What follows belongs to an exercise in optimizing a design on an open flow for small area, a short achievable clock period and few clock cycles; a production flow would make more cautious choices.
At most, simulation tests tie the RTL to the original design; equivalence was not proved.
For runs 4 and 5, only the layout was checked, not whether the RTL still works.
Power figures rest on the tool's default switching activity, not on a simulated workload.

==> flow/design.v <==
package tcs_pkg;
    localparam int BYTE_W      = 8;
    localparam int LINE_W      = 20;
    localparam int COL_W       = 16;
    localparam int QUEUE_DEPTH = 4;
    localparam int QP_W        = 2;
    localparam int QC_W        = 3;
    localparam int RES_W       = 2 + BYTE_W + LINE_W + COL_W + 3 + 1;
    localparam int PAIR_W      = 2 * RES_W + 1;
    localparam logic [BYTE_W-1:0] C_NUL    = 8'h00;
    localparam logic [BYTE_W-1:0] C_TAB    = 8'h09;
    localparam logic [BYTE_W-1:0] C_LF     = 8'h0A;
    localparam logic [BYTE_W-1:0] C_CR     = 8'h0D;
    localparam logic [BYTE_W-1:0] C_SPACE  = 8'h20;
    localparam logic [BYTE_W-1:0] C_STAR   = 8'h2A;
    localparam logic [BYTE_W-1:0] C_SLASH  = 8'h2F;
    localparam logic [BYTE_W-1:0] C_DEL    = 8'h7F;
    localparam logic [BYTE_W-1:0] C_LEAD   = 8'hE2;
    localparam logic [BYTE_W-1:0] C_CONT80 = 8'h80;
    localparam logic [BYTE_W-1:0] C_EN     = 8'h93;
    localparam logic [BYTE_W-1:0] C_EM     = 8'h94;
    localparam logic [BYTE_W-1:0] C_APOS   = 8'h99;
    localparam logic [BYTE_W-1:0] C_LSQ    = 8'h98;
    localparam logic [BYTE_W-1:0] C_LDQ    = 8'h9C;
    localparam logic [BYTE_W-1:0] C_RDQ    = 8'h9D;
    typedef enum logic [1:0] {
        KIND_CHAR = 2'd0,
        KIND_END  = 2'd1,
        KIND_ERR  = 2'd2
    } t_kind;
    typedef enum logic [2:0] {
        ERR_NONE      = 3'd0,
        ERR_EN_DASH   = 3'd1,
        ERR_EM_DASH   = 3'd2,
        ERR_APOS      = 3'd3,
        ERR_QUOTE     = 3'd4,
        ERR_CONTROL   = 3'd5,
        ERR_OPEN_CMNT = 3'd6
    } t_err;
    typedef struct packed {
        t_kind             kind;
        logic [BYTE_W-1:0] char_out;
        logic [LINE_W-1:0] line_no;
        logic [COL_W-1:0]  column_no;
        t_err              error_code;
        logic              last;
    } t_result;
    typedef struct packed {
        logic    two;
        t_result first;
        t_result second;
    } t_pair;
    typedef struct packed {
        logic empty;
        logic full;
    } t_q_status;
endpackage
module text_char_scanner_core #(
    parameter int LINE_BITS   = 20,    
    parameter int COLUMN_BITS = 16,
    parameter int TAB_STOP    = 4
) (
    input  logic                       i_clk,
    input  logic                       i_rst_n,
    input  logic                       i_valid,
    input  logic [tcs_pkg::BYTE_W-1:0] i_byte,
    output logic                       o_ready,
    output logic                       o_valid,
    input  logic                       i_ready,
    output logic [1:0]                 o_kind,
    output logic [tcs_pkg::BYTE_W-1:0] o_char,
    output logic [tcs_pkg::LINE_W-1:0] o_line,
    output logic [tcs_pkg::COL_W-1:0]  o_col,
    output logic [2:0]                 o_code,
    output logic                       o_last
);
    logic        r_iv;
    logic [7:0]  r_ib;
    logic        r_ov;
    logic [7:0]  r_ch;
    logic [19:0] r_line;
    logic [15:0] r_col;
    logic        r_end;
    logic [2:0]  r_code;
    logic        r_last;
    logic        r_mv_rst;    
    logic        r_mv_nl;     
    logic        r_mv_inc;    
    logic        r_mv_tab;    
    logic        r_cmt, r_star, r_slash, r_cr, r_lead, r_lead80, r_failed;
    logic        r_e2sat;     
    logic        line_max, hi_max, cin, col_sat;
    logic [13:0] hi_sum;
    logic [19:0] cur_line;
    logic [15:0] cur_col, lead_col;
    assign line_max = &r_line;
    assign hi_max   = &r_col[15:2];
    assign cin      = r_mv_inc ? (&r_col[1:0]) : (|r_col[1:0]);
    assign hi_sum   = r_col[15:2] + {13'd0, cin};
    assign col_sat  = hi_max & cin;
    always_comb begin
        if (r_mv_rst)
            cur_line = 20'd1;
        else if (r_mv_nl && !line_max)
            cur_line = r_line + 20'd1;
        else
            cur_line = r_line;
        if (r_mv_rst || r_mv_nl)
            cur_col = 16'd1;
        else if (r_mv_inc || r_mv_tab)
            cur_col = col_sat ? 16'hFFFF
                              : {hi_sum, (r_mv_inc ? r_col[1:0] + 2'd1 : 2'd1)};
        else
            cur_col = r_col;
    end
    assign lead_col = r_e2sat ? r_col : r_col - 16'd1;
    logic [7:0] b;
    logic b_nul, b_tab, b_lf, b_cr, b_star, b_slash, b_lead, b_cont80;
    logic b_ctl, b_inc;
    logic [2:0] ucode;
    assign b        = r_ib;
    assign b_nul    = (b == 8'h00);
    assign b_tab    = (b == 8'h09);
    assign b_lf     = (b == 8'h0A);
    assign b_cr     = (b == 8'h0D);
    assign b_star   = (b == 8'h2A);
    assign b_slash  = (b == 8'h2F);
    assign b_lead   = (b == 8'hE2);
    assign b_cont80 = (b == 8'h80);
    assign b_ctl    = ((b[7:5] == 3'b000) && !b_nul && !b_tab && !b_lf && !b_cr) || (b == 8'h7F);
    assign b_inc    = (b[7] ? b[6] : (b[6] | b[5])) && (b != 8'h7F);
    always_comb begin
        case (b)
            8'h93:                ucode = 3'd1;
            8'h94:                ucode = 3'd2;
            8'h99:                ucode = 3'd3;
            8'h98, 8'h9C, 8'h9D:  ucode = 3'd4;
            default:              ucode = 3'd0;
        endcase
    end
    logic rel, out_v, consume;
    assign rel     = r_iv && r_slash && !b_star;
    assign out_v   = r_ov || rel;
    assign consume = r_iv && (!out_v || i_ready);
    assign o_ready = !r_iv || consume;
    logic       n_ov, n_end, n_err, n_utf_err;
    logic [2:0] n_code;
    logic       n_cmt, n_star, n_slash, n_cr, n_lead, n_lead80, n_failed;
    always_comb begin
        n_ov      = 1'b0;
        n_end     = 1'b0;
        n_err     = 1'b0;
        n_utf_err = 1'b0;
        n_code    = 3'd0;
        n_cmt     = r_cmt;
        n_star    = r_star;
        n_slash   = r_slash;
        n_cr      = r_cr;
        n_lead    = r_lead;
        n_lead80  = r_lead80;
        n_failed  = r_failed;
        if (r_failed) begin
        end else if (r_cr) begin
            n_cr = 1'b0;
            if (b_lf) begin
                n_lead   = 1'b0;
                n_lead80 = 1'b0;
                if (r_cmt)
                    n_star = 1'b0;
                else
                    n_ov = 1'b1;
            end else begin
                n_ov     = 1'b1;
                n_err    = 1'b1;
                n_code   = 3'd5;
                n_failed = 1'b1;
            end
        end else if (b_nul) begin
            n_slash = 1'b0;
            n_ov   = 1'b1;
            n_end  = !r_cmt;
            n_err  = r_cmt;
            n_code = r_cmt ? 3'd6 : 3'd0;
        end else if (b_cr) begin
            n_slash  = 1'b0;
            n_cr     = 1'b1;
            n_lead   = 1'b0;
            n_lead80 = 1'b0;
        end else if (r_lead80 && ucode != 3'd0) begin
            n_slash   = 1'b0;
            n_ov      = 1'b1;
            n_err     = 1'b1;
            n_utf_err = 1'b1;
            n_code    = ucode;
            n_failed  = 1'b1;
        end else if (b_ctl) begin
            n_slash  = 1'b0;
            n_ov     = 1'b1;
            n_err    = 1'b1;
            n_code   = 3'd5;
            n_failed = 1'b1;
            n_lead   = 1'b0;
            n_lead80 = 1'b0;
        end else begin
            n_lead   = b_lead;
            n_lead80 = r_lead && b_cont80;
            n_slash  = 1'b0;
            if (r_cmt) begin
                if (r_star && b_slash) begin
                    n_cmt  = 1'b0;
                    n_star = 1'b0;
                end else begin
                    n_star = b_star;
                end
            end else if (r_slash && b_star) begin
                n_slash = 1'b0;
                n_cmt   = 1'b1;
                n_star  = 1'b0;
            end else if (b_slash) begin
                n_slash = 1'b1;
            end else begin
                n_ov = 1'b1;
            end
        end
        if (b_nul) begin
            n_cmt    = 1'b0;
            n_star   = 1'b0;
            n_slash  = 1'b0;
            n_cr     = 1'b0;
            n_lead   = 1'b0;
            n_lead80 = 1'b0;
            n_failed = 1'b0;
        end
    end
    always_ff @(posedge i_clk) begin
        if (!i_rst_n) begin
            r_iv     <= 1'b0;
            r_ov     <= 1'b0;
            r_mv_rst <= 1'b1;
            r_mv_nl  <= 1'b0;
            r_mv_inc <= 1'b0;
            r_mv_tab <= 1'b0;
            r_cmt    <= 1'b0;
            r_star   <= 1'b0;
            r_slash  <= 1'b0;
            r_cr     <= 1'b0;
            r_lead   <= 1'b0;
            r_lead80 <= 1'b0;
            r_failed <= 1'b0;
        end else begin
            if (o_ready)
                r_iv <= i_valid;
            if (consume) begin
                r_ov     <= n_ov;
                r_mv_rst <= b_nul;
                r_mv_nl  <= b_lf;
                r_mv_inc <= b_inc;
                r_mv_tab <= b_tab;
                r_cmt    <= n_cmt;
                r_star   <= n_star;
                r_slash  <= n_slash;
                r_cr     <= n_cr;
                r_lead   <= n_lead;
                r_lead80 <= n_lead80;
                r_failed <= n_failed;
            end else if (i_ready) begin
                r_ov <= 1'b0;
            end
        end
    end
    always_ff @(posedge i_clk) begin
        if (o_ready)
            r_ib <= i_byte;
        if (consume) begin
            r_ch    <= n_err ? 8'h00 : b;
            r_line  <= cur_line;
            r_col   <= n_utf_err ? lead_col : cur_col;
            r_end   <= n_end;
            r_code  <= n_code;
            r_last  <= 1'b1;
            r_e2sat <= &r_col;
        end
    end
    assign o_valid = out_v;
    assign o_kind  = {r_code != 3'd0, r_end};
    assign o_char  = r_ch;
    assign o_line  = r_line;
    assign o_col   = r_col;
    assign o_code  = r_code;
    assign o_last  = rel ? (b_slash || b_cr) : r_last;
endmodule
==> flow/run.sh <==
#!/bin/bash
# synth_recipe.tcl (not shown) runs the flow's synth.tcl, then flattens the netlist and writes it again
# the make line also repeats each setting of config.mk as NAME=value (left out here)
make -C /OpenROAD-flow-scripts/flow DESIGN_CONFIG=/design/flow/config.mk WORK_HOME=/design/flow/orfs CLKGATE_MAP_FILE= SYNTH_SCRIPT=/design/flow/synth_recipe.tcl finish
==> flow/config.mk <==
export PLATFORM = sky130hd
export DESIGN_NAME = text_char_scanner_core
export DESIGN_NICKNAME = text_char_scanner_core
export VERILOG_FILES = /design/flow/design.v
export SDC_FILE = /design/flow/constraint.sdc
export NUM_CORES = 4
export LEC_CHECK = 0
export CAP_MARGIN = 20
export CORE_MARGIN = 2
export CORE_UTILIZATION = 40
export SETUP_SLACK_MARGIN = 1.5
export SLEW_MARGIN = 20
==> flow/constraint.sdc <==
create_clock -name core_clock -period 4.0 [get_ports {i_clk}]
set_input_delay 0.8000 -clock core_clock [delete_from_list [all_inputs] [get_ports {i_clk}]]
set_output_delay 0.8000 -clock core_clock [all_outputs]
set_load 0.01 [all_outputs]
==> results.yml, run 1 <==
grt:
  maximum_number_of_pins_on_one_net_before_global_route_repair: 24
  first_pass_grt_wire_length_um: 17300
  groute.usage.overall: 0.193
  first_global_vias: 3363
  grt_overflow_total: 0
  grt_antenna_before_repair: 0
timing:
  setup_repair_after_global_routing_missed_its_margin: "true"
  timing.final.crit_period_ns: 2.50
  final_hold_viol_count: 0
  final.setup_skew_ns: 0.0199
  setup_total_negative_slack_ns: 0
  min_period_over_period: 0.624
  max_freq_mhz: 401
  worst_case_headroom_to_the_max_slew_limit: 0.560
  tightest_pin_transition_ns: 0.652
  fin_hold_ws_ns: 0.496
  drv_slew: 0
  setup-violations-final: 0
yosys:
  postSynth.asyncResetShare: 0
  yosysTopAreaCell: "edfxtp_1"
  post_synth_instance_area_um2: 4150
  number_of_enable_type_register_cells_in_the_synthesized_netlist: 57
  post_synth_main_area_contributors: "edfxtp_1 41%, dfxtp_1 6.3%, xor2_1 4.4%, nor2_1 3.8%, nand2_1 3.1%"
  synthesized_instance_count: 431
  synthesis.yosys.warnings: 1
  netlist-cell-type-count: 61
  synth_flop_cell: "edfxtp_1"
  area_share_of_the_largest_cell_type_after_synthesis: 0.413
  synth_fp_nets: 448
  avgSynthCellArea_um2: 9.63
  ys_seq_elements: 70
  seq_area_frac_synth: 0.475
worst_setup_path:
  rrSetupSlack_ns: 1.53
  critical_path.endpoint: "o_ready"
  critical_path.startpoint: "r_ib[3]$_DFFE_PP_"
  crit_arrival_ns: 1.70
  end_kind: "output pin"
  count_of_cells_along_the_worst_register_to_register_path: 6
  cp_slowest_stage_delay_ns: 0.39
  crit_path_start_kind: "flop"
  crit_path_top_delay_cell: "edfxtp_1"
  worst_ep_required_time_ns: 3.20
  setup.worst_path.class: "reg2out"
  crit_path_cell_trace: "and4bb_2, nand3_4, a21oi_2, or3b_4, buf_6"
  regToRegEndpoint: "r_col[14]$_DFFE_PP_"
  rr_startpoint: "r_ib[5]$_DFFE_PP_"
  critical_path.max_fanout: 3
route:
  routed_len_inst_um: 16.1
  first_iter_violations: 286
  drc_errors: 0
  drt_pass1_iterations: 5
  post_drt_via_cell_ratio: 5.55
  route.final.wire_length_um: 10500
  detailroute.via_count: 3621
  antenna_violating_nets_post_route: 0
final_layout:
  area.sequential_um2: 1970
  syn2layout_area_growth_pct: 31.3
  post_route_cells_drive_above_1_share: 0.162
  multi_input_comb_area_um2: 2120
  finalNetCount: 529
  stdcell_count: 653
  antenna_cells_inserted: 0
  fillers: 968
power_and_ir_drop:
  p_int_w: 0.00135
  net-switching-power_w: 0.000445
  share_clk_of_total_power: 0.395
  p_leak_nw: 1.87
  portion_of_total_power_attributed_to_sequential_cells: 0.480
  cellPowerDensity_nw_per_um2: 330
  comb_power_share: 0.125
  switch_share: 0.248
  vdd_ir_drop_max_v: 0.000187
die:
  rows: 37
  pin_count: 64
  fp.dieH_um: 106
  initial_standard_cell_utilization_of_the_core: 0.407
  core_area_um2: 10200
  die_area_um2: 11200
  floorplan.die.width_um: 106
cts:
  h_tree_depth: 3
  clk_transition_reported_paths_ns: 0.08
  cts_tree: "done"
  clock_insertion_delay_worst_skew_ns: 0.35
  cts-buffers-inserted: 9
  cts.path.max_buffers: 2
  cts_root_buffer: "clkbuf_8"
  tritoncts_num_sinks: 70
placement:
  dp.cells: 608
  place_hpwl_um: 6890
  port_buffers: 63
  gp_routability_congestion: 0.890
min_path:
  worstHoldPathType: "reg2reg"
run_status:
  status: "complete, no violations"
job:
  max-cap-violations: 0
repair_timing:
action,CTS,global route
setup endpoints to repair,42,35
resized for setup,16,28
pin swaps,6,9
hold buffers,0,0
buffers inserted,16,13
critical path, delay by kind of cell, from the launching register on:
kind | cells | cell delay, ns
buf+inv | 1 | 0.13
simple gates | 3 | 0.78
flops | 1 | 0.39
compound gates | 1 | 0.05
synth_stat cells (2+ instances only):
library cell and count:
a21oi_1 25, xor2_1 21, inv_1 14, buf_2 10, nor3_1 15, nand2_1 34
o21ai_0 15, and3_1 13, nor3b_1 2, nand3_1 24, nand3b_1 2, clkbuf_1 11
o311a_1 2, a211oi_1 3, nand2b_1 5, o2111ai_1 2, dfxtp_1 13, ha_1 5
nor4b_1 2, o211ai_1 10, a221oi_1 3, a31oi_1 3, nor2b_1 6, nor2_1 42
edfxtp_1 57, nand4b_1 3, or3_1 9, buf_4 3, o21a_1 4, and2_1 3
or2_2 2, a21o_1 5, xnor2_1 14, and4_1 3, nor4_1 7, o22ai_1 3
nand4_1 12
sequential cells by signal, indices dropped and copies added (netlist names), 3 cells and up:
register and cells:
r_ch 8, r_code 3, r_col 16, r_ib 8
r_line 20
how the worst min path moves through the flow:
stage	startpoint	end	slack, ns	depth (start not counted)
final	r_lead$_SDFFE_PN0P_	r_lead$_SDFFE_PN0P_	0.50	2
after detailed placement	r_lead$_SDFFE_PN0P_	r_lead80$_SDFFE_PN0P_	0.47	2
after global placement	r_lead$_SDFFE_PN0P_	r_lead$_SDFFE_PN0P_	0.47	2
after CTS	r_lead$_SDFFE_PN0P_	r_lead$_SDFFE_PN0P_	0.49	2
after global routing	r_lead$_SDFFE_PN0P_	r_lead80$_SDFFE_PN0P_	0.53	2
after floorplan	r_lead$_SDFFE_PN0P_	r_lead$_SDFFE_PN0P_	0.44	2
cell type report:
type                    instances  area share
clock inverters                 7      0.0223
multi-input cells             320       0.389
repair buffers                 96       0.162
well taps                     136      0.0312
inverters                      15      0.0103
flip-flops and latches         70       0.362
clock buffers                   9      0.0227
power groups by stage:
stage / logic [W] / clock network (W) / registers [W]
floorplan: 0.000113 / 0 / 0.000876
global placement: 0.000188 / 0 / 0.000886
detailed placement: 0.000188 / 0 / 0.000888
CTS: 0.000212 / 0.000722 / 0.000864
global route: 0.000247 / 0.000749 / 0.000870
finish: 0.000225 / 0.000709 / 0.000863
stage by stage:
stage                util  setup WS [ns]  area [um2]  power, W
floorplan               -           1.59        4160  0.000989
global placement    0.478          0.788        4870   0.00107
detailed placement  0.478          0.779        4870   0.00108
CTS                 0.518           1.28        5270   0.00180
global route        0.535           1.44        5450   0.00187
finish              0.535           1.50        5450   0.00180
logic make-up (layout without fill, tap and decap cells):
group / after synthesis / after routing / share of synthesized area
buffers and inverters: 41 / 127 / 0.0446
flip-flops: 70 / 70 / 0.475
multiplexers: 1 / 1 / 0.00241
AO/OA/AOI/OAI: 87 / 87 / 0.141
AND/OR/NAND/NOR: 192 / 192 / 0.247
adder cells (fa/ha/maj): 5 / 5 / 0.0151
XOR/XNOR: 35 / 35 / 0.0739
routing by layer:
metal	vias to the layer above	part of all wire	GRT usage
met3	11	0.067	0.0421
li1	1759	-	-
met1	1710	0.46	0.285
met2	141	0.45	0.280
met4	0	0.013	0.0611
met5	-	0	0
cell usage in the layout, fill, tap and decap left out, types with 4 or more instances in the layout:
| cell type | count |
|---|---|
| inv_1 | 14 |
| a21oi_1 | 23 |
| a21o_1 | 5 |
| nor2b_1 | 6 |
| nand2b_1 | 5 |
| and3_1 | 12 |
| nor4_1 | 7 |
| nand3_1 | 22 |
| o21ai_0 | 14 |
| or3_1 | 9 |
| o211ai_1 | 10 |
| clkbuf_8 | 9 |
| nor2_1 | 41 |
| buf_4 | 31 |
| nand4_1 | 12 |
| buf_6 | 4 |
| nand2_1 | 32 |
| o21a_1 | 4 |
| xnor2_1 | 14 |
| nor3_1 | 11 |
| dfxtp_1 | 13 |
| xor2_1 | 21 |
| edfxtp_1 | 57 |
| clkdlybuf4s50_1 | 59 |
Testbench counts, summed over its fixed seeds: cycles 33,905.
==> run 2: changes to the inputs <==
--- a/flow/config.mk
+++ b/flow/config.mk
@@ -10,3 +10,2 @@
 export CORE_UTILIZATION = 40
-export SETUP_SLACK_MARGIN = 1.5
 export SLEW_MARGIN = 20
==> run 2 against run 1 <==
- fmax shrank 27%
- via count down 4.8%
- core utilization decreased by 3.6 points
- critical path type unchanged
- final cell count shrank 4.1%
- non-clock buffer count decreased by 27
- total power down 6.1%
==> results.yml, run 2 <==
power_and_ir_drop:
  cellPowerDensity_nw_per_um2: 332
  vdd_ir_drop_max_v: 0.000212
  p_leak_nw: 1.69
yosys:
  synth_simple_gate_area_frac: 0.247
  synth_flop_cell: "edfxtp_1"
  synth_xor_xnor_area_share: 0.0739
  post_synth_instance_area_um2: 4150
  synth_fp_nets: 448
  yosysTopAreaCell: "edfxtp_1"
  synthesis.yosys.warnings: 1
  number_of_enable_type_register_cells_in_the_synthesized_netlist: 57
  post_synth_main_area_contributors: "edfxtp_1 41%, dfxtp_1 6.3%, xor2_1 4.4%, nor2_1 3.8%, nand2_1 3.1%"
  synthMuxAreaShare: 0.00241
  area_share_of_the_largest_cell_type_after_synthesis: 0.413
  yosysMostFrequentCell: "edfxtp_1"
  main_combinational_cell_family_by_area_after_synthesis: "simple AND/OR/NAND/NOR gates"
  synthesized_instance_count: 431
  ys_seq_elements: 70
  postSynth.asyncResetShare: 0
  synth-adder-area-share: 0.0151
  avgSynthCellArea_um2: 9.63
  netlist-cell-type-count: 61
  seq_area_frac_synth: 0.475
  synth_compound_area_frac: 0.141
  synth.top_cells.by_count: "57 x edfxtp_1, 42 x nor2_1, 34 x nand2_1"
route:
  antenna_violating_nets_post_route: 0
  drt_pass1_iterations: 4
  route.top_layer_used: "met4"
  post_drt_via_cell_ratio: 5.51
  wl_met2_um: 4390
  first_iter_violations: 208
  drc_errors: 0
  route.final.wire_length_um: 9940
  met3_wirelength_um: 489
  detailroute.via_count: 3449
  met1Wirelength_um: 4950
  routed_len_inst_um: 15.9
die:
  pin_count: 64
  initial_standard_cell_utilization_of_the_core: 0.407
  floorplan.die.width_um: 106
  fp.dieH_um: 106
  rows: 37
  core_area_um2: 10200
  die_area_um2: 11200
final_layout:
  largest_reg_flops: 20
  antenna_cells_inserted: 0
  finalNetCount: 502
  reg_top3: "r_line: 20 flops, r_col: 16 flops"
  max_flop_register: "r_line"
  post_route_cells_drive_above_1_share: 0.0653
  syn2layout_area_growth_pct: 22.6
  most-common-layout-cells: "63 x clkdlybuf4s50_1, 57 x edfxtp_1, 42 x nor2_1"
  layout.cells.most_common: "clkdlybuf4s50_1"
cts:
  h_tree_depth: 3
  tritoncts_num_sinks: 70
  cts.path.max_buffers: 2
  postCtsResizedCells: 0
  cts_tree: "done"
  cts-buffers-inserted: 9
  cts.repair_timing.setup_buffer_count: 0
  clock_insertion_delay_worst_skew_ns: 0.35
  cts_root_buffer: "clkbuf_8"
  clk_transition_reported_paths_ns: 0.08
  quantity_of_hold_fixing_buffers_added_after_cts: 0
timing:
  tightest_pin_transition_ns: 0.857
  final_hold_viol_count: 0
  worst_case_headroom_to_the_max_slew_limit: 0.424
  max_freq_mhz: 292
  final.setup_skew_ns: 0.0140
  setup_total_negative_slack_ns: 0
  drv_slew: 0
  min_period_over_period: 0.857
  setup-violations-final: 0
  timing.final.crit_period_ns: 3.43
  setup_repair_after_global_routing_missed_its_margin: "false"
  fin_hold_ws_ns: 0.477
grt:
  grt_overflow_total: 0
  groute.usage.overall: 0.185
  maximum_number_of_pins_on_one_net_before_global_route_repair: 24
  first_pass_grt_wire_length_um: 16400
  grt_antenna_before_repair: 0
  first_global_vias: 3176
placement:
  gp_routability_congestion: 0.865
  place_hpwl_um: 7220
  port_buffers: 63
min_path:
  worstHoldPathType: "reg2reg"
run_status:
  status: "complete, no violations"
worst_setup_path:
  cp_slowest_stage_delay_ns: 0.59
  crit_path_top_delay_cell: "clkdlybuf4s50_1"
  setup.worst_path.class: "reg2out"
  crit_path_cell_trace: "nor3_1, nand3_1, a21oi_1, or3b_2, clkdlybuf4s50_1"
  critical_path_buf_inv_count: 1
  end_kind: "output pin"
  worst_ep_required_time_ns: 3.20
  crit_path_start_kind: "flop"
  cpLargestDelayFamily: "simple AND/OR/NAND/NOR gates"
  crit_arrival_ns: 2.63
  critical_path.max_fanout: 10
job:
  max-cap-violations: 0
-- run 2: cell counts after synthesis --
Identical to the previous run, type by type.
-- run 2: path summary, 6_finish.rpt --
check | from | end | slack, ns | cells past startpoint
max | r_ib[4]$_DFFE_PP_ | o_ready | 0.57 | 5
min | r_lead$_SDFFE_PN0P_ | r_lead$_SDFFE_PN0P_ | 0.48 | 2
min reg2reg | r_lead$_SDFFE_PN0P_ | r_lead$_SDFFE_PN0P_ | 0.48 | 2
max reg2reg | r_col[0]$_DFFE_PP_ | r_col[14]$_DFFE_PP_ | 1.28 | 12
-- run 2: metrics by stage --
| stage | cells | setup slack (ns) | util | power [W] | instance area (um2) |
|---|---|---|---|---|---|
| floorplan | 431 | 0.912 | - | 0.000987 | 4150 |
| global placement | 610 | 0.792 | 0.478 | 0.00108 | 4870 |
| detailed placement | 610 | 0.774 | 0.478 | 0.00108 | 4870 |
| CTS | 626 | 0.567 | 0.499 | 0.00171 | 5080 |
| global route | 626 | 0.348 | 0.499 | 0.00176 | 5080 |
| finish | 626 | 0.572 | 0.499 | 0.00169 | 5080 |
-- run 2: per-layer routing --
| metal | up-vias | global-route usage |
|---|---|---|
| li1 | 1706 | - |
| met1 | 1627 | 0.273 |
| met2 | 106 | 0.274 |
| met3 | 10 | 0.0328 |
| met4 | 0 | 0.0592 |
| met5 | - | 0 |
-- run 2: final cells by class --
cell class	instances	area (um2)
clock buffers	10	128
clock inverters	6	86.3
flip-flops and latches	70	1970
repair buffers	69	676
inverters	15	56.3
fillers	983	5100
well taps	136	170
multi-input cells	320	2000
-- run 2: kinds of logic after synthesis --
logic type	count (synthesis)
and+or+nand+nor	192
buffers and inverters	41
DFF	70
AOI/OAI and AO/OA	87
muxes	1
xor gates and xnor gates	35
adders and majority gates	5
-- run 2: where the power goes --
part | switching (W) | total (W) | internal [W]
combinational | 0.0000973 | 0.000192 | 0.0000943
sequential | 0.0000459 | 0.000871 | 0.000825
clock | 0.000274 | 0.000625 | 0.000350
-- run 2: worst reg2reg max path: stages (launching register included) --
cell	delay [ns]
edfxtp_1	0.41
inv_1	0.06
ha_1	0.23
nor2_1	0.09
a21oi_1	0.09
inv_1	0.09
ha_1	0.18
ha_1	0.21
nand2_1	0.09
nor3_1	0.44
and3_1	0.25
o311ai_1	0.10
a311oi_1	0.29
==> run 3: changes to the inputs <==
==> flow/flow/run.sh (new file) <==
#!/bin/bash
# Standard layout, with plain buf_1 cells as the port buffers.
set -euo pipefail
bash standard.sh BUFFER_PORTS_ARGS="-buffer_cell sky130_fd_sc_hd__buf_1" finish > make_finish.log 2>&1
==> flow/standard.sh (new file) <==
#!/bin/bash
# synth_recipe.tcl (not shown) runs the flow's synth.tcl, then flattens the netlist and writes it again
# the make line also repeats each setting of config.mk as NAME=value (left out here)
make -C /OpenROAD-flow-scripts/flow DESIGN_CONFIG=/design/flow/config.mk WORK_HOME=/design/flow/orfs CLKGATE_MAP_FILE= SYNTH_SCRIPT=/design/flow/synth_recipe.tcl "${@:-finish}"
--- a/flow/config.mk
+++ b/flow/config.mk
@@ -10,2 +10,3 @@
 export CORE_UTILIZATION = 40
+export SETUP_SLACK_MARGIN = 1.5
 export SLEW_MARGIN = 20
removed: flow/run.sh
==> run 3 against run 2 <==
- sequential cell count is the same
- critical path depth is the same
- setup slack gained 0.84 ns
- sequential power shrank 0.9%
- final cell count grew 5.0%
- wire length grew 6.0%
- area after synthesis is the same
- core utilization shrank 0.31 points
==> results.yml, run 3 <==
yosys:
  ys_seq_elements: 70
  number_of_enable_type_register_cells_in_the_synthesized_netlist: 57
  synthesis.yosys.warnings: 1
  post_synth_instance_area_um2: 4150
  synth.top_cells.by_count: "57 x edfxtp_1, 42 x nor2_1, 34 x nand2_1"
  postSynth.asyncResetShare: 0
  seq_area_frac_synth: 0.475
  synth_fp_nets: 448
  post_synth_main_area_contributors: "edfxtp_1 41%, dfxtp_1 6.3%, xor2_1 4.4%, nor2_1 3.8%, nand2_1 3.1%"
  synthesized_instance_count: 431
  netlist-cell-type-count: 61
  synth_flop_cell: "edfxtp_1"
  avgSynthCellArea_um2: 9.63
  yosysMostFrequentCell: "edfxtp_1"
  yosysTopAreaCell: "edfxtp_1"
  area_share_of_the_largest_cell_type_after_synthesis: 0.413
cts:
  cts_root_buffer: "clkbuf_8"
  cts.path.max_buffers: 2
  tritoncts_num_sinks: 70
  clk_transition_reported_paths_ns: 0.07
  cts-buffers-inserted: 9
  cts_tree: "done"
  clock_insertion_delay_worst_skew_ns: 0.36
  h_tree_depth: 3
  quantity_of_hold_fixing_buffers_added_after_cts: 0
timing:
  final_hold_viol_count: 0
  timing.final.crit_period_ns: 2.59
  setup-violations-final: 0
  setup_total_negative_slack_ns: 0
  setup_repair_after_global_routing_missed_its_margin: "true"
  max_freq_mhz: 387
  final_critical_path_setup_slack_ns: 1.41
  drv_slew: 0
  worst_case_headroom_to_the_max_slew_limit: 0.582
  min_period_over_period: 0.646
  final.setup_skew_ns: 0.00728
  tightest_pin_transition_ns: 0.625
power_and_ir_drop:
  p_leak_nw: 1.69
  comb_power_share: 0.116
  p_int_w: 0.00125
  net-switching-power_w: 0.000427
  switch_share: 0.255
  portion_of_total_power_attributed_to_sequential_cells: 0.516
  share_clk_of_total_power: 0.368
  vdd_ir_drop_max_v: 0.000178
  cellPowerDensity_nw_per_um2: 331
worst_setup_path:
  count_of_cells_along_the_worst_register_to_register_path: 8
  rrSetupSlack_ns: 1.56
  worstSetupPathDepth: 5
  critical_path_buf_inv_count: 1
  crit_path_top_delay_cell: "or3b_4"
  critical_path.max_fanout: 5
  cp_slowest_stage_delay_ns: 0.43
  cpLargestDelayFamily: "simple AND/OR/NAND/NOR gates"
  setup.worst_path.class: "reg2out"
  worst_ep_required_time_ns: 3.20
  crit_path_start_kind: "flop"
  crit_path_cell_trace: "and4bb_2, nand3_4, a21oi_2, or3b_4, buf_6"
  crit_arrival_ns: 1.79
  end_kind: "output pin"
route:
  routed_len_inst_um: 16.0
  route.final.wire_length_um: 10500
  drt_pass1_iterations: 6
  detailroute.via_count: 3689
  first_iter_violations: 327
  post_drt_via_cell_ratio: 5.61
  antenna_violating_nets_post_route: 0
  drc_errors: 0
placement:
  place_hpwl_um: 6860
  gp_routability_congestion: 0.906
  dp.cells: 608
  dp_slack_ns: 1.05
  port_buffers: 63
  cell_area_placed_um2: 4470
grt:
  first_global_vias: 3301
  grt_overflow_total: 0
  maximum_number_of_pins_on_one_net_before_global_route_repair: 24
  first_pass_grt_wire_length_um: 16700
  groute.usage.overall: 0.188
  grt_antenna_before_repair: 0
final_layout:
  reg_top3: "r_line: 20 flops, r_col: 16 flops"
  antenna_cells_inserted: 0
  largest_reg_flops: 20
  finalNetCount: 533
  layout.cells.most_common: "buf_1"
  fillers: 983
  syn2layout_area_growth_pct: 21.8
  most-common-layout-cells: "60 x buf_1, 57 x edfxtp_1, 40 x nor2_1"
  postLayoutCellArea_um2: 5050
  post_route_cells_drive_above_1_share: 0.159
  max_flop_register: "r_line"
  stdcell_count: 657
die:
  initial_standard_cell_utilization_of_the_core: 0.407
  rows: 37
  core_area_um2: 10200
  pin_count: 64
  floorplan.die.width_um: 106
  die_area_um2: 11200
  fp.dieH_um: 106
min_path:
  min_delay_path_depth: 2
  worstHoldPathType: "reg2reg"
run_status:
  status: "complete, no violations"
job:
  max-cap-violations: 0
## run 3: cell types whose count changed in the layout (fill, tap and decap cells not counted), sizes merged
cell	change
buf	+93
clkdlybuf4s50	-63
clkbuf	+1
clkinv	+1
clkinvlp	-1
## run 3: kinds of logic after synthesis
family                     count (synthesis)  share of synthesized area
and+or+nand+nor                          192                      0.247
AOI/OAI and AO/OA                         87                      0.141
DFF                                       70                      0.475
buffers and inverters                     41                     0.0446
xor gates and xnor gates                  35                     0.0739
adders and majority gates                  5                     0.0151
muxes                                      1                    0.00241
## run 3: routing by layer
layer  track usage  share of wire  up-vias  wire length, um
met3        0.0470          0.073       25              767
li1              -              -     1775                -
met5             0              0        -                0
met2         0.269           0.45      152             4710
met4        0.0677          0.018        0              193
met1         0.274           0.46     1737             4870
## run 3: area by class of cell
type,instances,area (um2),area share
clock buffers,10,128,0.0253
clock inverters,6,76.3,0.0151
inverters,15,56.3,0.0111
multi-input cells,320,2120,0.420
flip-flops and latches,70,1970,0.390
well taps,136,170,0.0337
repair buffers,100,528,0.104
## run 3: power by group through the flow
| stage | clock network, W | logic (W) | registers, W |
|---|---|---|---|
| 6_report | 0.000616 | 0.000194 | 0.000863 |
| 3_5_place_dp | 0 | 0.000154 | 0.000887 |
| 2_1_floorplan | 0 | 0.000113 | 0.000876 |
| 5_1_grt | 0.000665 | 0.000214 | 0.000869 |
| 3_3_place_gp | 0 | 0.000155 | 0.000885 |
| 4_1_cts | 0.000627 | 0.000178 | 0.000863 |
## run 3: final timing paths
kind                             from             endpoint
setup / recovery    r_ib[1]$_DFFE_PP_              o_ready
hold / removal    r_lead$_SDFFE_PN0P_  r_lead$_SDFFE_PN0P_
setup reg to reg    r_ib[0]$_DFFE_PP_    r_ov$_SDFFE_PN0P_
hold reg to reg   r_lead$_SDFFE_PN0P_  r_lead$_SDFFE_PN0P_
## run 3: tightest hold or removal path, cell delays in order (launching register included)
cell	delay, ns
dfxtp_1	0.32
nand3_1	0.06
o21ai_0	0.07
## run 3: metrics by stage
stage | hold WS (ns) | total power [W] | util
2_1_floorplan | 0.444 | 0.000989 | -
3_3_place_gp | 0.460 | 0.00104 | 0.439
3_5_place_dp | 0.469 | 0.00104 | 0.439
4_1_cts | 0.490 | 0.00167 | 0.474
5_1_grt | 0.510 | 0.00175 | 0.496
6_report | 0.484 | 0.00167 | 0.496
## run 3: repair_timing
item | CTS | global route
setup buffers | 16 | 17
endpoints found under the setup margin | 31 | 20
pin swaps | 4 | 8
gates resized for setup | 8 | 25
cloned | 0 | 0
==> run 4: changes to the inputs <==
--- a/flow/design.v
+++ b/flow/design.v
@@ -78,3 +78,6 @@
     logic [7:0]  r_ib;
-    logic        r_ov;
+    logic        r_ov;        
+    logic        r_outv;      
+    logic        r_olast;     
+    logic        r_kerr;      
     logic [7:0]  r_ch;
@@ -84,3 +87,2 @@
     logic [2:0]  r_code;
-    logic        r_last;
     logic        r_mv_rst;    
@@ -140,6 +142,4 @@
     end
-    logic rel, out_v, consume;
-    assign rel     = r_iv && r_slash && !b_star;
-    assign out_v   = r_ov || rel;
-    assign consume = r_iv && (!out_v || i_ready);
+    logic consume;
+    assign consume = r_iv && (!r_outv || i_ready);
     assign o_ready = !r_iv || consume;
@@ -234,2 +234,9 @@
     end
+    logic       iv_n, slash_n, ov_n, rel_n;
+    logic [7:0] ib_n;
+    assign iv_n    = o_ready ? i_valid : r_iv;
+    assign ib_n    = o_ready ? i_byte : r_ib;
+    assign slash_n = consume ? n_slash : r_slash;
+    assign ov_n    = consume ? n_ov : (r_ov && !i_ready);
+    assign rel_n   = iv_n && slash_n && (ib_n != 8'h2A);
     always_ff @(posedge i_clk) begin
@@ -238,2 +245,3 @@
             r_ov     <= 1'b0;
+            r_outv   <= 1'b0;
             r_mv_rst <= 1'b1;
@@ -250,6 +258,6 @@
         end else begin
-            if (o_ready)
-                r_iv <= i_valid;
+            r_iv   <= iv_n;
+            r_ov   <= ov_n;
+            r_outv <= ov_n || rel_n;
             if (consume) begin
-                r_ov     <= n_ov;
                 r_mv_rst <= b_nul;
@@ -265,4 +273,2 @@
                 r_failed <= n_failed;
-            end else if (i_ready) begin
-                r_ov <= 1'b0;
             end
@@ -271,4 +277,4 @@
     always_ff @(posedge i_clk) begin
-        if (o_ready)
-            r_ib <= i_byte;
+        r_ib    <= ib_n;
+        r_olast <= !rel_n || (ib_n == 8'h2F) || (ib_n == 8'h0D);
         if (consume) begin
@@ -278,4 +284,4 @@
             r_end   <= n_end;
+            r_kerr  <= n_err;
             r_code  <= n_code;
-            r_last  <= 1'b1;
             r_e2sat <= &r_col;
@@ -283,4 +289,4 @@
     end
-    assign o_valid = out_v;
-    assign o_kind  = {r_code != 3'd0, r_end};
+    assign o_valid = r_outv;
+    assign o_kind  = {r_kerr, r_end};
     assign o_char  = r_ch;
@@ -289,3 +295,3 @@
     assign o_code  = r_code;
-    assign o_last  = rel ? (b_slash || b_cr) : r_last;
+    assign o_last  = r_olast;
 endmodule
--- a/flow/config.mk
+++ b/flow/config.mk
@@ -10,3 +10,3 @@
 export CORE_UTILIZATION = 40
-export SETUP_SLACK_MARGIN = 1.5
+export SETUP_SLACK_MARGIN = 2.0
 export SLEW_MARGIN = 20
==> run 4 against run 3 <==
- clock-buffer cell count unchanged
- total power increased by 9.1%
- final cell count increased by 14%
- clock skew increased by 0.0071 ns
- clock power increased by 7.6%
==> results.yml, run 4 <==
run_status:
  status: "complete, no violations"
yosys:
  netlist-cell-type-count: 67
  postSynth.asyncResetShare: 0
  synth.top_cells.by_count: "50 x edfxtp_1, 46 x nor2_1, 33 x nand2_1"
  post_synth_instance_area_um2: 4290
  ys_seq_elements: 73
  area_share_of_the_largest_cell_type_after_synthesis: 0.350
  synthesis.yosys.warnings: 1
  yosysMostFrequentCell: "edfxtp_1"
  synth_flop_cell: "edfxtp_1"
  avgSynthCellArea_um2: 9.34
  yosysTopAreaCell: "edfxtp_1"
  seq_area_frac_synth: 0.458
  number_of_enable_type_register_cells_in_the_synthesized_netlist: 50
  synthesized_instance_count: 459
  post_synth_main_area_contributors: "edfxtp_1 35%, dfxtp_1 11%, nor2_1 4.0%, a21oi_1 3.2%, nand2_1 2.9%"
  synth_fp_nets: 476
placement:
  place_hpwl_um: 7440
  gp_routability_congestion: 0.911
  port_buffers: 63
  dp.cells: 634
final_layout:
  layout.cells.most_common: "buf_4"
  largest_reg_flops: 20
  post_route_cells_drive_above_1_share: 0.381
  antenna_cells_inserted: 0
  max_flop_register: "r_line"
  reg_top3: "r_line: 20 flops, r_col: 16 flops"
  stdcell_count: 752
  finalNetCount: 628
  fillers: 837
  most-common-layout-cells: "77 x buf_4, 62 x buf_1, 50 x edfxtp_1"
  syn2layout_area_growth_pct: 49.5
timing:
  drv_slew: 0
  setup_total_negative_slack_ns: 0
  final_hold_viol_count: 0
  setup-violations-final: 0
  max_freq_mhz: 428
  worst_case_headroom_to_the_max_slew_limit: 0.524
  final.setup_skew_ns: 0.0144
  min_period_over_period: 0.584
  tightest_pin_transition_ns: 0.714
  timing.final.crit_period_ns: 2.34
  setup_repair_after_global_routing_missed_its_margin: "true"
job:
  max-cap-violations: 0
worst_setup_path:
  crit_path_start_kind: "flop"
  crit_arrival_ns: 2.47
  worst_ep_required_time_ns: 4.13
  end_kind: "flop"
  setup.worst_path.class: "reg2reg"
  critical_path.max_fanout: 4
  count_of_cells_along_the_worst_register_to_register_path: 6
route:
  route.final.wire_length_um: 14100
  routed_len_inst_um: 18.8
  antenna_violating_nets_post_route: 0
  drt_pass1_iterations: 5
  drc_errors: 0
  first_iter_violations: 487
  detailroute.via_count: 4452
  post_drt_via_cell_ratio: 5.92
cts:
  clock_insertion_delay_worst_skew_ns: 0.38
  quantity_of_hold_fixing_buffers_added_after_cts: 0
  h_tree_depth: 3
  cts_root_buffer: "clkbuf_8"
  tritoncts_num_sinks: 73
  cts-buffers-inserted: 9
  cts_tree: "done"
  cts.path.max_buffers: 2
  clk_transition_reported_paths_ns: 0.09
grt:
  groute.usage.overall: 0.224
  grt.met2_usage: 0.349
  grt_antenna_before_repair: 0
  maximum_number_of_pins_on_one_net_before_global_route_repair: 22
  first_global_vias: 4118
  global_route.peak_usage_layer: "met2"
  grt_overflow_total: 0
  met1_usage: 0.308
  first_pass_grt_wire_length_um: 20300
  globalRouteMet3Util: 0.0418
die:
  die_area_um2: 11600
  rows: 37
  fp.dieH_um: 108
  floorplan.die.width_um: 108
  core_area_um2: 10400
  pin_count: 64
  initial_standard_cell_utilization_of_the_core: 0.413
power_and_ir_drop:
  vdd_ir_drop_max_v: 0.000165
  cellPowerDensity_nw_per_um2: 285
  p_leak_nw: 2.28
min_path:
  worstHoldPathType: "reg2reg"
  min_delay_path_depth: 2
==> run 4: changes by cell type in the layout (fill, tap and decap cells not counted), sizes merged, moves of 7 or more <==
cell | before | now
dfxtp | 13 | 23
and2 | 3 | 19
nand3 | 25 | 18
xor2 | 21 | 7
edfxtp | 57 | 50
buf | 99 | 162
o21ai | 15 | 23
==> run 4: path summary, 6_finish.rpt <==
check | startpoint | endpoint | slack, ns
worst max-delay path | r_col[7]$_DFFE_PP_ | r_col[15]$_DFFE_PP_ | 1.66
worst min register to register | r_lead80$_SDFFE_PN0P_ | r_lead80$_SDFFE_PN0P_ | 0.48
worst max register to register | r_col[7]$_DFFE_PP_ | r_col[15]$_DFFE_PP_ | 1.66
worst min-delay path | r_lead80$_SDFFE_PN0P_ | r_lead80$_SDFFE_PN0P_ | 0.48
==> run 4: report_power, final <==
part | internal, W | total, W | leakage, nW | switching [W]
clock network | 0.000353 | 0.000663 | 0.0991 | 0.000310
logic | 0.000126 | 0.000280 | 1.52 | 0.000154
registers | 0.000844 | 0.000884 | 0.667 | 0.0000395
==> run 4: kinds of logic (layout without fill, tap and decap cells) <==
logic type	after synthesis	count (layout)	share of synthesized area
simple gates	206	207	0.262
compound gates	105	106	0.165
flops	73	73	0.458
buf+inv	44	199	0.0432
xor+xnor	17	17	0.0347
mux	9	9	0.0225
fa+ha+maj	5	5	0.0146
==> run 4: timing repair <==
item,in CTS,in global routing
setup buffers,65,32
resized for setup,87,70
pin swaps,32,41
gates cloned,3,2
setup endpoints to repair,80,78
==> run 4: layout make-up <==
cell class                 count  area [um2]  share of cell area
clock buffer                  10         128              0.0199
clock inverter                 6        91.3              0.0142
inverter                      18        75.1              0.0117
multi-input combinational    344        2760               0.431
sequential                    73        1990               0.311
tap                          136         170              0.0265
timing repair buffer         165        1190               0.185
==> run 4: stage by stage <==
step                hold WS, ns  utilization  instance area [um2]  total power, W  setup WS [ns]
global route              0.504        0.618                 6410         0.00189           1.59
floorplan                 0.430            -                 4430         0.00102           1.70
detailed placement        0.452        0.453                 4690         0.00108           1.03
CTS                       0.475        0.561                 5820         0.00178           1.71
finish                    0.478        0.618                 6410         0.00183           1.66
global placement          0.450        0.453                 4690         0.00107           1.06
==> run 4: layer usage <==
metal	part of all wire	vias to the layer above
met2	0.48	225
met1	0.43	2137
met4	0.029	0
met3	0.060	49
li1	-	2041
met5	0	-
==> run 4: critical path, cell delays in order, from the launching register on <==
cell and delay [ns]:
edfxtp_1 0.45, or3_4 0.41, or3_4 0.35, or4b_4 0.53
nor2_4 0.11, and3_1 0.18, nor3_1 0.05
==> run 5: changes to the inputs <==
--- a/flow/design.v
+++ b/flow/design.v
@@ -78,2 +78,4 @@
     logic [7:0]  r_ib;
+    logic        r_sv;        
+    logic [7:0]  r_sb;
     logic        r_ov;        
@@ -142,5 +144,6 @@
     end
-    logic consume;
-    assign consume = r_iv && (!r_outv || i_ready);
-    assign o_ready = !r_iv || consume;
+    logic consume, main_free;
+    assign consume   = r_iv && (!r_outv || i_ready);
+    assign main_free = !r_iv || consume;
+    assign o_ready   = !r_sv;
     logic       n_ov, n_end, n_err, n_utf_err;
@@ -236,4 +239,4 @@
     logic [7:0] ib_n;
-    assign iv_n    = o_ready ? i_valid : r_iv;
-    assign ib_n    = o_ready ? i_byte : r_ib;
+    assign iv_n    = main_free ? (r_sv || i_valid) : r_iv;
+    assign ib_n    = main_free ? (r_sv ? r_sb : i_byte) : r_ib;
     assign slash_n = consume ? n_slash : r_slash;
@@ -244,2 +247,3 @@
             r_iv     <= 1'b0;
+            r_sv     <= 1'b0;
             r_ov     <= 1'b0;
@@ -259,2 +263,3 @@
             r_iv   <= iv_n;
+            r_sv   <= !main_free && (r_sv || i_valid);
             r_ov   <= ov_n;
@@ -278,2 +283,4 @@
         r_ib    <= ib_n;
+        if (!r_sv)
+            r_sb <= i_byte;
         r_olast <= !rel_n || (ib_n == 8'h2F) || (ib_n == 8'h0D);
==> run 5 against run 4 <==
- clock-buffer cell count increased by 3
- highest routed layer unchanged
- global-route usage decreased by 2.3 points
- fmax decreased by 0.41%
- register-to-register slack about the same
- largest power group unchanged
- sequential share of layout area increased by 3.9 points
- setup slack got worse by 0.0096 ns
==> results.yml, run 5 <==
run_status:
  status: "complete, no violations"
final_layout:
  postLayoutCellArea_um2: 6190
  layout.cells.most_common: "buf_1"
  max_flop_register: "r_line"
  finalNetCount: 597
  post_route_cells_drive_above_1_share: 0.306
  largest_reg_flops: 20
  area.sequential_um2: 2170
  syn2layout_area_growth_pct: 37.1
  most-common-layout-cells: "63 x buf_1, 55 x buf_4, 50 x edfxtp_1"
  reg_top3: "r_line: 20 flops, r_col: 16 flops"
  fillers: 934
  multi_input_comb_area_um2: 2610
  antenna_cells_inserted: 0
cts:
  tritoncts_num_sinks: 82
  cts_tree: "done"
  h_tree_depth: 3
  clock_insertion_delay_worst_skew_ns: 0.34
  clk_transition_reported_paths_ns: 0.06
  cts_root_buffer: "clkbuf_16"
  cts.path.max_buffers: 2
  cts-buffers-inserted: 9
  quantity_of_hold_fixing_buffers_added_after_cts: 0
timing:
  final_hold_viol_count: 0
  max_freq_mhz: 426
  final.setup_skew_ns: 0.00662
  timing.final.crit_period_ns: 2.35
  setup-violations-final: 0
  min_period_over_period: 0.586
  tightest_pin_transition_ns: 0.938
  worst_case_headroom_to_the_max_slew_limit: 0.373
  setup_repair_after_global_routing_missed_its_margin: "true"
  drv_slew: 0
  setup_total_negative_slack_ns: 0
power_and_ir_drop:
  net-switching-power_w: 0.000513
  p_leak_nw: 2.13
  share_clk_of_total_power: 0.410
  switch_share: 0.247
  comb_power_share: 0.120
  portion_of_total_power_attributed_to_sequential_cells: 0.471
  vdd_ir_drop_max_v: 0.000175
  cellPowerDensity_nw_per_um2: 335
  p_int_w: 0.00156
worst_setup_path:
  crit_path_cell_trace: "or4b_4, buf_12, a2111o_2, nor3_2, nor3_1, a221oi_2"
  worstSetupPathDepth: 6
  rr_startpoint: "r_ib[3]$_DFF_P_"
  critical_path.max_fanout: 5
  critical_path.startpoint: "r_ib[3]$_DFF_P_"
  rrSetupSlack_ns: 1.65
  end_kind: "flop"
  critical_path_buf_inv_count: 1
  setup.worst_path.class: "reg2reg"
  crit_arrival_ns: 2.52
  cpLargestDelayFamily: "simple AND/OR/NAND/NOR gates"
  worst_ep_required_time_ns: 4.17
  regToRegEndpoint: "r_col[14]$_DFFE_PP_"
  count_of_cells_along_the_worst_register_to_register_path: 6
  crit_path_start_kind: "flop"
  critical_path.endpoint: "r_col[14]$_DFFE_PP_"
  crit_path_top_delay_cell: "or4b_4"
  cp_slowest_stage_delay_ns: 0.58
yosys:
  synth_fp_nets: 477
  synthesized_instance_count: 460
  synthesis.yosys.warnings: 1
  main_combinational_cell_family_by_area_after_synthesis: "simple AND/OR/NAND/NOR gates"
  synth.top_cells.by_count: "51 x nor2_1, 50 x edfxtp_1, 35 x nand2_1"
  avgSynthCellArea_um2: 9.82
  synth_flop_cell: "edfxtp_1"
  synth_simple_gate_area_frac: 0.227
  number_of_enable_type_register_cells_in_the_synthesized_netlist: 50
  synth_xor_xnor_area_share: 0.0582
  yosysTopAreaCell: "edfxtp_1"
  synthMuxAreaShare: 0.0457
  netlist-cell-type-count: 70
  yosysMostFrequentCell: "nor2_1"
  post_synth_main_area_contributors: "edfxtp_1 33%, dfxtp_1 14%, nor2_1 4.2%, xor2_1 3.9%, mux2_2 3.2%"
  area_share_of_the_largest_cell_type_after_synthesis: 0.332
  synth-adder-area-share: 0.0161
  post_synth_instance_area_um2: 4520
  ys_seq_elements: 82
  synth_compound_area_frac: 0.137
  seq_area_frac_synth: 0.474
  postSynth.asyncResetShare: 0
grt:
  grt_overflow_total: 0
  groute.usage.overall: 0.201
  grt_antenna_before_repair: 0
  maximum_number_of_pins_on_one_net_before_global_route_repair: 24
  first_pass_grt_wire_length_um: 19000
  first_global_vias: 3838
die:
  initial_standard_cell_utilization_of_the_core: 0.413
  floorplan.die.width_um: 110
  fp.dieH_um: 110
  pin_count: 64
  rows: 38
  die_area_um2: 12200
  core_area_um2: 10900
route:
  drc_errors: 0
  drt_pass1_iterations: 5
  post_drt_via_cell_ratio: 5.65
  detailroute.via_count: 4096
  route.final.wire_length_um: 12100
  routed_len_inst_um: 16.7
  antenna_violating_nets_post_route: 0
  first_iter_violations: 326
placement:
  place_hpwl_um: 7150
  cell_area_placed_um2: 4950
  gp_routability_congestion: 0.925
  port_buffers: 63
min_path:
  worstHoldPathType: "reg2reg"
job:
  max-cap-violations: 0
-- run 5: cell types whose count changed in the layout (fill, tap and decap cells not counted), moves of 10 or more --
| cell | previous run | this run |
|---|---|---|
| buf_4 | 77 | 55 |
| xor2_1 | 7 | 20 |
| buf_6 | 19 | 9 |
| dfxtp_1 | 13 | 23 |
-- run 5: cells by family (layout without fill, tap and decap cells) --
family          after synthesis  in the layout
simple gates                192            192
compound gates               87             90
flops                        82             82
buf+inv                      44            166
xor+xnor                     30             30
mux                          19             19
fa+ha+maj                     6              6
-- run 5: repair_timing --
item                                    4_1_cts  5_1_grt
endpoints found under the setup margin       73       76
buffers inserted                             51       15
pin swaps                                    30       21
hold endpoints to repair                      0        0
resized for setup                            55       28
gates cloned                                  5        0
-- run 5: per-stage QoR --
stage | instances | total power (W) | hold WS, ns | setup slack, ns | utilization
6_report | 725 | 0.00207 | 0.476 | 1.65 | 0.566
5_1_grt | 725 | 0.00215 | 0.504 | 1.57 | 0.566
4_1_cts | 710 | 0.00207 | 0.472 | 1.68 | 0.545
3_5_place_dp | 638 | 0.00117 | 0.464 | 1.13 | 0.453
3_3_place_gp | 638 | 0.00117 | 0.446 | 1.21 | 0.453
2_1_floorplan | 460 | 0.00112 | 0.432 | 1.45 | -
-- run 5: power groups by stage --
stage | combinational (W) | clock (W) | sequential (W)
5_1_grt | 0.000271 | 0.000895 | 0.000982
6_report | 0.000248 | 0.000850 | 0.000977
2_1_floorplan | 0.000130 | 0 | 0.000993
3_3_place_gp | 0.000164 | 0 | 0.00101
4_1_cts | 0.000232 | 0.000860 | 0.000977
3_5_place_dp | 0.000166 | 0 | 0.00101
-- run 5: how the worst min path moves through the flow --
| stage | startpoint | to | slack [ns] | cells past startpoint |
|---|---|---|---|---|
| after CTS | r_star$_SDFFE_PN0P_ | r_star$_SDFFE_PN0P_ | 0.47 | 2 |
| after floorplan | r_sb[5]$_DFF_P_ | r_sb[5]$_DFF_P_ | 0.43 | 2 |
| after global routing | r_star$_SDFFE_PN0P_ | r_star$_SDFFE_PN0P_ | 0.50 | 2 |
| after global placement | r_sb[5]$_DFF_P_ | r_sb[5]$_DFF_P_ | 0.45 | 2 |
| after detailed placement | r_star$_SDFFE_PN0P_ | r_star$_SDFFE_PN0P_ | 0.46 | 2 |
| final | r_sb[5]$_DFF_P_ | r_sb[5]$_DFF_P_ | 0.48 | 2 |
-- run 5: worst register-to-register path: cells and delay by family, from the launching register on --
family                 cells  cell delay, ns
AOI/OAI and AO/OA          2            0.72
buffers and inverters      1            0.16
DFF                        1            0.36
and+or+nand+nor            3            0.94
-- run 5: layout make-up --
cell class,instances,share of cell area
timing repair buffer,133,0.139
clock buffer,13,0.0473
sequential,82,0.350
inverter,17,0.0113
multi-input combinational,337,0.422
tap,140,0.0283
clock inverter,3,0.00263
-- run 5: routing by layer --
metal,track usage,share of wire
met1,0.277,0.46
met2,0.316,0.48
met3,0.0423,0.047
met4,0.0643,0.014
met5,0,0

==> separate check: timing with driven ports <==
How much do the figures lean on ideal ports? The routed layouts below were timed once more, with nothing changed but the port constraints. Step 1: set_driving_cell puts a clkbuf_16 on i_clk and a buf_2 on each other input, an assumption about the parent block. Step 2 times the ports against the registers' clock, not the clock port: input delays grow and output delays shrink by t, the midpoint of the rising clock arrivals with the driver on. Three values: no drivers, after step 1, after step 2; two values: the first two.
run	t, ns	slack for setup (ns)	worst data-port slew with drivers (ns)
run 1	0.376	1.504 / 1.472 / 1.471	0.03
run 2	0.375	0.572 / 0.537 / 0.759	0.03
run 3	0.387	1.415 / 1.381 / 1.556	0.03
run 4	0.405	1.664 / 1.664 / 1.467	0.03
run 5	0.377	1.654 / 1.654 / 1.654	0.05
After both steps every run listed still meets setup and hold. For run 4, which loses most, drivers alone change the setup slack by 0.000 ns; drivers and shift together by -0.197 ns.
